Context: an optimization exercise on an open-source flow, tuned for small area, a short achievable clock period and few clock cycles per item. The choices shown serve that exercise and are no tape-out recipe. At most, simulation tests tie the RTL to the original design; equivalence was not proved.

==> build 38 <==
Design hash_ring_node_table, start of the top module:
module hash_ring_node_table (
  input  logic         clk,
  input  logic         rst_n,
  input  logic         in_valid,
  output logic         in_ready,
  input  logic [1:0]   in_opcode,
  input  logic [7:0]   in_key_byte,
  input  logic         in_last_byte,
  input  logic [31:0]  in_node_address,
  input  logic [15:0]  in_node_port,
  output logic         out_valid,
  input  logic         out_ready,
  output logic [1:0]   out_status,
  output logic [31:0]  out_found_address,
  output logic [15:0]  out_found_port,
  output logic [31:0]  out_key_hash
);
==> flow/config.mk <==
export PLATFORM = sky130hd
export DESIGN_NAME = hash_ring_node_table
export DESIGN_NICKNAME = hash_ring_node_table
export VERILOG_FILES = /design/flow/design.v
export SDC_FILE = /design/flow/constraint.sdc
export NUM_CORES = 4
export LEC_CHECK = 0
export ABC_CLOCK_PERIOD_IN_PS = 2300
export CAP_MARGIN = 20
export CORE_MARGIN = 2
export CORE_UTILIZATION = 40
export CTS_CLUSTER_DIAMETER = 100
export CTS_CLUSTER_SIZE = 25
export PLACE_DENSITY = 0.6
export SETUP_SLACK_MARGIN = 2.7
export SLEW_MARGIN = 20
export TNS_END_PERCENT = 30
==> flow/constraint.sdc <==
create_clock -name core_clock -period 5.0 [get_ports {clk}]
set_input_delay 1.0000 -clock core_clock [delete_from_list [all_inputs] [get_ports {clk}]]
set_output_delay 1.0000 -clock core_clock [all_outputs]
set_load 0.01 [all_outputs]
run.sh (not shown) runs the stock make flow with config.mk's settings and CLKGATE_MAP_FILE= SYNTH_SCRIPT=/design/flow/synth_recipe.tcl, a recipe that flattens the netlist after the stock synthesis.
==> build 39 (differences from build 38) <==
--- a/flow/design.v
+++ b/flow/design.v
@@ -141,14 +141,16 @@
   logic        f_eq   [N];
   logic [1:0]  k_op;
   logic [31:0] k_hash;
   logic [31:0] k_addr;
   logic [15:0] k_port;
   logic [R:0]    ph_r;         
   logic          act;
+  logic [R:0]    ph_nxt;
+  logic          full, do_clr, do_inc, do_dec, need_inj, inj_wait, inj;
   logic          fov_r;        
   logic [1:0]    y_op_r;       
   logic          ipend_r;      
   logic [4:0]    count_r;
   logic          fnd_r;
   logic          hacc_r, facc_r;   
   logic          hfin_r, ffin_r;   
@@ -184,82 +186,67 @@
   logic [1:0] op_c;
   assign op_c = fov_r ? y_op_r : k_op;
   assign act     = |ph_r;
   assign cap     = |ph_r[R:1];
   assign restart = (|ph_r[R-1:1]) && ov_r && !out_ready;
   assign capt    = (cap && !restart) || fov_r;
   assign first   = ph_r[1];
-  logic        cd_ge [NTAP];
   logic [3:0]  cd_rk [NTAP];
   logic [3:0]  tp_rk [NTAP];
-  logic        win   [NTAP];
-  logic [NTAP*NTAP-1:0] pw_r, pw_nxt;   
-  logic [NTAP-1:0]      lb_r, lb_nxt;   
-  logic        any_win, bfound, fnd_f;
+  logic [NTAP-1:0] win_r, win_nxt;
+  logic        tp_ge [NTAP];
+  logic        lb    [NTAP];
+  logic        any_win, bfound, fnd_f, bf_after;
   logic [31:0] win_addr;
   logic [15:0] win_port;
   logic [3:0]  win_rank, brank_f;
   always_comb begin
     bfound = fnd_r && !first;
     for (int j = 0; j < NTAP; j++) begin
-      cd_ge[j] = f_ge[(j*R + 1) % N] && r_vld[(j*R + 1) % N];
       cd_rk[j] = r_rank[(j*R + 1) % N];
       tp_rk[j] = r_rank[j*R];
     end
-    for (int j = 0; j < NTAP; j++) begin
-      win[j] = cd_ge[j] && (!bfound || lb_r[j]);
-    end
-    for (int j = 0; j < NTAP; j++) begin
-      for (int i = j + 1; i < NTAP; i++) begin
-        if (pw_r[j*NTAP+i]) begin
-          win[i] = win[i] && !cd_ge[j];
-        end else begin
-          win[j] = win[j] && !cd_ge[i];
-        end
-      end
-    end
-    any_win  = 1'b0;
+    any_win  = |win_r;
     win_addr = '0;
     win_port = '0;
     win_rank = '0;
     for (int j = 0; j < NTAP; j++) begin
-      any_win  = any_win || win[j];
-      win_addr = win_addr | ({32{win[j]}} & r_addr[(j*R + 1) % N]);
-      win_port = win_port | ({16{win[j]}} & r_port[(j*R + 1) % N]);
-      win_rank = win_rank | ({4{win[j]}} & cd_rk[j]);
+      win_addr = win_addr | ({32{win_r[j]}} & r_addr[(j*R + 1) % N]);
+      win_port = win_port | ({16{win_r[j]}} & r_port[(j*R + 1) % N]);
+      win_rank = win_rank | ({4{win_r[j]}} & cd_rk[j]);
     end
     fnd_f   = bfound || any_win;
     brank_f = any_win ? win_rank : brank_r;
+    bf_after = !ph_nxt[1] && fnd_f;
     for (int j = 0; j < NTAP; j++) begin
-      for (int i = 0; i < NTAP; i++) begin
-        pw_nxt[j*NTAP+i] = hrnt_pkg::lt4(tp_rk[j], tp_rk[i]);
-      end
-      lb_nxt[j] = 1'b0;
-      if ((cap || fov_r) && any_win) begin
-        for (int k = 0; k < NTAP; k++) begin
-          lb_nxt[j] = lb_nxt[j] || (win[k] && hrnt_pkg::lt4(tp_rk[j], cd_rk[k]));
+      tp_ge[j] = t_ge[j] && r_vld[j*R] && !(do_clr && f_eq[j*R]);
+      lb[j]    = hrnt_pkg::lt4(tp_rk[j], brank_f);
+      win_nxt[j] = tp_ge[j] && (!bf_after || lb[j]);
+    end
+    for (int j = 0; j < NTAP; j++) begin
+      for (int i = j + 1; i < NTAP; i++) begin
+        if (hrnt_pkg::lt4(tp_rk[j], tp_rk[i])) begin
+          win_nxt[i] = win_nxt[i] && !tp_ge[j];
+        end else begin
+          win_nxt[j] = win_nxt[j] && !tp_ge[i];
         end
-      end else begin
-        lb_nxt[j] = hrnt_pkg::lt4(tp_rk[j], brank_r);
       end
     end
   end
   always_ff @(posedge clk) begin
-    pw_r <= pw_nxt;
-    lb_r <= lb_nxt;
+    win_r <= win_nxt;
   end
   always_ff @(posedge clk) begin
     if (capt) begin
       fnd_r   <= fnd_f;
       brank_r <= brank_f;
     end
   end
   logic       fin_reg, fin;
   logic [1:0] op_f;
-  logic       full, do_clr, do_inc, do_dec, need_inj, inj_wait, inj;
   logic [3:0] ins_rank;
   logic [1:0] status;
   assign fin_reg  = ph_r[R];
   assign fin      = fin_reg || fov_r;
   assign op_f     = fov_r ? y_op_r : k_op;
   assign full     = count_r[4];
   assign do_clr   = fin && hfin_r && (op_f == hrnt_pkg::OP_ADD || op_f == hrnt_pkg::OP_DEL);
@@ -298,15 +285,14 @@
   assign idle     = !act && !ipend_r;
   assign ovl_ok   = ph_r[R-1] && !restart && (k_op != hrnt_pkg::OP_ADD);
   assign fin_free = fin_reg && !need_inj;
   logic free_r;
   assign c_free_now = free_r;
   assign load       = c_load && free_r;
   logic          ipend_nxt, ov_nxt;
-  logic [R:0]    ph_nxt;
   always_comb begin
     ipend_nxt = ipend_r;
     if (fin_reg) ipend_nxt = need_inj;
     if (inj_wait) ipend_nxt = 1'b0;
     ph_nxt = {ph_r[R-1:0], 1'b0};
     if (restart) ph_nxt = (R+1)'(2);
     if (load)    ph_nxt = (R+1)'(1);
==> flow/flow/run.sh (new file) <==
#!/bin/bash
# The standard layout (the standard.sh: standard synthesis and ORFS on all steps), with
# one change: the buffers ORFS puts on the input and output ports are buf_4 cells instead of
# the default smallest buffer (a slow delay cell), so the port paths are not held back.
set -euo pipefail
export BUFFER_PORTS_ARGS="-buffer_cell sky130_fd_sc_hd__buf_4"
bash standard.sh > standard_flow.log 2>&1
==> flow/standard.sh (new file) <==
#!/bin/bash
# synth_recipe.tcl (not shown) runs the flow's synth.tcl, then flattens the netlist and writes it again
# the make line also repeats each setting of config.mk as NAME=value (left out here)
make -C /OpenROAD-flow-scripts/flow DESIGN_CONFIG=/design/flow/config.mk WORK_HOME=/design/flow/orfs CLKGATE_MAP_FILE= SYNTH_SCRIPT=/design/flow/synth_recipe.tcl "${@:-finish}"
- ABC_CLOCK_PERIOD_IN_PS: 2300 -> default
- CTS_CLUSTER_DIAMETER: 100 -> 60
- CTS_CLUSTER_SIZE: 25 -> 20
- PLACE_DENSITY: 0.6 -> 0.65
- SETUP_SLACK_MARGIN: 2.7 -> 2.5
removed: flow/run.sh
==> build 29 (differences from build 38) <==
--- a/flow/design.v
+++ b/flow/design.v
@@ -13,24 +13,24 @@
     c = crc ^ {24'd0, b};
     for (int k = 0; k < 8; k++) begin
       c = c[0] ? ((c >> 1) ^ CRC_POLY) : (c >> 1);
     end
     crc_byte = c;
   endfunction
   function automatic logic [1:0] cmp_ge_eq(input logic [31:0] a, input logic [31:0] b);
-    logic [31:0] g, e;
+    logic [31:0] g, l;
     g = a & ~b;
-    e = ~(a ^ b);
+    l = ~a & b;
     for (int w = 1; w < 32; w = w * 2) begin
       for (int i = 0; i < 32; i += 2 * w) begin
-        g[i] = g[i + w] | (e[i + w] & g[i]);
-        e[i] = e[i + w] & e[i];
+        g[i] = g[i + w] | (~l[i + w] & g[i]);
+        l[i] = l[i + w] | (~g[i + w] & l[i]);
       end
     end
-    cmp_ge_eq = {g[0] | e[0], e[0]};
+    cmp_ge_eq = {~l[0], ~(g[0] | l[0])};
   endfunction
   function automatic logic lt4(input logic [3:0] a, input logic [3:0] b);
     logic [3:0] l, e;
     l = ~a & b;
     e = ~(a ^ b);
     lt4 = l[3] | (e[3] & (l[2] | (e[2] & (l[1] | (e[1] & l[0])))));
   endfunction
@@ -141,14 +141,16 @@
   logic        f_eq   [N];
   logic [1:0]  k_op;
   logic [31:0] k_hash;
   logic [31:0] k_addr;
   logic [15:0] k_port;
   logic [R:0]    ph_r;         
   logic          act;
+  logic [R:0]    ph_nxt;
+  logic          full, do_clr, do_inc, do_dec, need_inj, inj_wait, inj;
   logic          fov_r;        
   logic [1:0]    y_op_r;       
   logic          ipend_r;      
   logic [4:0]    count_r;
   logic          fnd_r;
   logic          hacc_r, facc_r;   
   logic          hfin_r, ffin_r;   
@@ -184,82 +186,67 @@
   logic [1:0] op_c;
   assign op_c = fov_r ? y_op_r : k_op;
   assign act     = |ph_r;
   assign cap     = |ph_r[R:1];
   assign restart = (|ph_r[R-1:1]) && ov_r && !out_ready;
   assign capt    = (cap && !restart) || fov_r;
   assign first   = ph_r[1];
-  logic        cd_ge [NTAP];
   logic [3:0]  cd_rk [NTAP];
   logic [3:0]  tp_rk [NTAP];
-  logic        win   [NTAP];
-  logic [NTAP*NTAP-1:0] pw_r, pw_nxt;   
-  logic [NTAP-1:0]      lb_r, lb_nxt;   
-  logic        any_win, bfound, fnd_f;
+  logic [NTAP-1:0] win_r, win_nxt;
+  logic        tp_ge [NTAP];
+  logic        lb    [NTAP];
+  logic        any_win, bfound, fnd_f, bf_after;
   logic [31:0] win_addr;
   logic [15:0] win_port;
   logic [3:0]  win_rank, brank_f;
   always_comb begin
     bfound = fnd_r && !first;
     for (int j = 0; j < NTAP; j++) begin
-      cd_ge[j] = f_ge[(j*R + 1) % N] && r_vld[(j*R + 1) % N];
       cd_rk[j] = r_rank[(j*R + 1) % N];
       tp_rk[j] = r_rank[j*R];
     end
-    for (int j = 0; j < NTAP; j++) begin
-      win[j] = cd_ge[j] && (!bfound || lb_r[j]);
-    end
-    for (int j = 0; j < NTAP; j++) begin
-      for (int i = j + 1; i < NTAP; i++) begin
-        if (pw_r[j*NTAP+i]) begin
-          win[i] = win[i] && !cd_ge[j];
-        end else begin
-          win[j] = win[j] && !cd_ge[i];
-        end
-      end
-    end
-    any_win  = 1'b0;
+    any_win  = |win_r;
     win_addr = '0;
     win_port = '0;
     win_rank = '0;
     for (int j = 0; j < NTAP; j++) begin
-      any_win  = any_win || win[j];
-      win_addr = win_addr | ({32{win[j]}} & r_addr[(j*R + 1) % N]);
-      win_port = win_port | ({16{win[j]}} & r_port[(j*R + 1) % N]);
-      win_rank = win_rank | ({4{win[j]}} & cd_rk[j]);
+      win_addr = win_addr | ({32{win_r[j]}} & r_addr[(j*R + 1) % N]);
+      win_port = win_port | ({16{win_r[j]}} & r_port[(j*R + 1) % N]);
+      win_rank = win_rank | ({4{win_r[j]}} & cd_rk[j]);
     end
     fnd_f   = bfound || any_win;
     brank_f = any_win ? win_rank : brank_r;
+    bf_after = !ph_nxt[1] && fnd_f;
     for (int j = 0; j < NTAP; j++) begin
-      for (int i = 0; i < NTAP; i++) begin
-        pw_nxt[j*NTAP+i] = hrnt_pkg::lt4(tp_rk[j], tp_rk[i]);
-      end
-      lb_nxt[j] = 1'b0;
-      if ((cap || fov_r) && any_win) begin
-        for (int k = 0; k < NTAP; k++) begin
-          lb_nxt[j] = lb_nxt[j] || (win[k] && hrnt_pkg::lt4(tp_rk[j], cd_rk[k]));
+      tp_ge[j] = t_ge[j] && r_vld[j*R] && !(do_clr && f_eq[j*R]);
+      lb[j]    = hrnt_pkg::lt4(tp_rk[j], brank_f);
+      win_nxt[j] = tp_ge[j] && (!bf_after || lb[j]);
+    end
+    for (int j = 0; j < NTAP; j++) begin
+      for (int i = j + 1; i < NTAP; i++) begin
+        if (hrnt_pkg::lt4(tp_rk[j], tp_rk[i])) begin
+          win_nxt[i] = win_nxt[i] && !tp_ge[j];
+        end else begin
+          win_nxt[j] = win_nxt[j] && !tp_ge[i];
         end
-      end else begin
-        lb_nxt[j] = hrnt_pkg::lt4(tp_rk[j], brank_r);
       end
     end
   end
   always_ff @(posedge clk) begin
-    pw_r <= pw_nxt;
-    lb_r <= lb_nxt;
+    win_r <= win_nxt;
   end
   always_ff @(posedge clk) begin
     if (capt) begin
       fnd_r   <= fnd_f;
       brank_r <= brank_f;
     end
   end
   logic       fin_reg, fin;
   logic [1:0] op_f;
-  logic       full, do_clr, do_inc, do_dec, need_inj, inj_wait, inj;
   logic [3:0] ins_rank;
   logic [1:0] status;
   assign fin_reg  = ph_r[R];
   assign fin      = fin_reg || fov_r;
   assign op_f     = fov_r ? y_op_r : k_op;
   assign full     = count_r[4];
   assign do_clr   = fin && hfin_r && (op_f == hrnt_pkg::OP_ADD || op_f == hrnt_pkg::OP_DEL);
@@ -298,15 +285,14 @@
   assign idle     = !act && !ipend_r;
   assign ovl_ok   = ph_r[R-1] && !restart && (k_op != hrnt_pkg::OP_ADD);
   assign fin_free = fin_reg && !need_inj;
   logic free_r;
   assign c_free_now = free_r;
   assign load       = c_load && free_r;
   logic          ipend_nxt, ov_nxt;
-  logic [R:0]    ph_nxt;
   always_comb begin
     ipend_nxt = ipend_r;
     if (fin_reg) ipend_nxt = need_inj;
     if (inj_wait) ipend_nxt = 1'b0;
     ph_nxt = {ph_r[R-1:0], 1'b0};
     if (restart) ph_nxt = (R+1)'(2);
     if (load)    ph_nxt = (R+1)'(1);
==> flow/flow/run.sh (new file) <==
#!/bin/bash
# The standard layout (the standard.sh: standard synthesis and ORFS on all steps), with
# one change: the buffers ORFS puts on the input and output ports are buf_4 cells instead of
# the default smallest buffer (a slow delay cell), so the port paths are not held back.
set -euo pipefail
export BUFFER_PORTS_ARGS="-buffer_cell sky130_fd_sc_hd__buf_4"
bash standard.sh > standard_flow.log 2>&1
==> flow/standard.sh (new file) <==
#!/bin/bash
# synth_recipe.tcl (not shown) runs the flow's synth.tcl, then flattens the netlist and writes it again
# the make line also repeats each setting of config.mk as NAME=value (left out here)
make -C /OpenROAD-flow-scripts/flow DESIGN_CONFIG=/design/flow/config.mk WORK_HOME=/design/flow/orfs CLKGATE_MAP_FILE= SYNTH_SCRIPT=/design/flow/synth_recipe.tcl "${@:-finish}"
- SETUP_SLACK_MARGIN: 2.7 -> 2.5
removed: flow/run.sh
==> results.sh <==
export IMPL_clkbuf_count=127
export IMPL_seq_power_mw=14.5
export IMPL_seq_area_um2=36600
export IMPL_synth_compound_area_share_pct=6.13
export IMPL_die_h_um=354
export IMPL_maxSlewHeadroom_pct=27.4
export IMPL_status="complete, no violations"
export IMPL_area_growth_pct=14.0
export IMPL_fin_ws_ns=2.15
export IMPL_synthAdderAreaFrac_pct=5.00
[end of results for build 29]
==> results.sh <==
export IMPL_status="complete, no violations"
export IMPL_cp_startpoint="u_back.k_hash[14]$_DFFE_PP_"
export IMPL_synthAdderAreaFrac_pct=5.87
export IMPL_maxSlewHeadroom_pct=32.8
export IMPL_synth_compound_area_share_pct=6.03
export IMPL_start_util_pct=40.2
export IMPL_cts_made_buffers=107
export IMPL_crit_required_ns=5.61
export IMPL_combPwrFrac_pct=7.9
export IMPL_pwr_share_seq_pct=56.9
export IMPL_place_ws_ns=1.59
export IMPL_crit_chain="inv_1, ha_1, nand4_1, nor3_1, nand3_2, o2111ai_2, o21ai_4, nor2_1, nor4b_2"
export IMPL_period_share_pct=51.0
export IMPL_die_h_um=354
export IMPL_area_growth_pct=14.1
export IMPL_fin_ws_ns=2.45
export IMPL_netlist_cell_type_count=66
export IMPL_seq_area_um2=36600
[end of results for build 39]
==> results.sh <==
export IMPL_synth_compound_area_share_pct=6.22
export IMPL_p_switching_mw=5.34
export IMPL_ctsHtreeMaxLevel=3
export IMPL_syn_avg_cell_area_um2=14.5
export IMPL_crit_chain="inv_2, ha_4, a21oi_2, o21ai_2, a221o_1, a2111o_1, a221oi_2, a41oi_1"
export IMPL_placed_area_um2=53500
export IMPL_seq_power_mw=14.6
export IMPL_setup_violations=0
export IMPL_grt_max_degree=58
export IMPL_n_fill_cell=10900
export IMPL_clk_pin_slew_ns=0.10
export IMPL_worstPathArrival_ns=3.10
export IMPL_leakagePower_nw=22.7
export IMPL_area_growth_pct=13.9
export IMPL_slew_violations=0
export IMPL_synthTopCellsByArea="dfxtp_1 58%, edfxtp_1 15%, ha_1 7.0%"
export IMPL_synthAdderAreaFrac_pct=6.96
export IMPL_status="complete, no violations"
[end of results for build 38]
Testbench counts of build 39, summed over its fixed seeds: cycles 28,659, items 2,400.
Function not checked in build 38 and build 29: the RTL went through the layout flow alone.

port drivers added, routing unchanged:
How much do the figures lean on ideal ports? The routed layouts below were timed once more, with nothing changed but the port constraints.
Step 1: set_driving_cell puts a clkbuf_16 on clk and a buf_2 on each other input, an assumption about the parent block.
Step 2 times the ports against the registers' clock, not the clock port: input delays grow and output delays shrink by t, the midpoint of the rising clock arrivals with the driver on.
Three values: ideal, step 1, step 2; two values: the first two.
| run | shift t [ns] | slack for setup (ns) | cell pins on the clock port's net |
|---|---|---|---|
| build 38 | 0.730 | 2.409 / 2.409 / 1.851 | 1 |
| build 39 | 0.786 | 2.452 / 2.452 / 1.767 | 1 |
| build 29 | 0.756 | 2.151 / 2.151 / 1.744 | 1 |
After both steps every run listed still meets setup and hold. For build 39, which loses most, drivers alone change the setup slack by 0.000 ns; drivers and shift together by -0.685 ns.
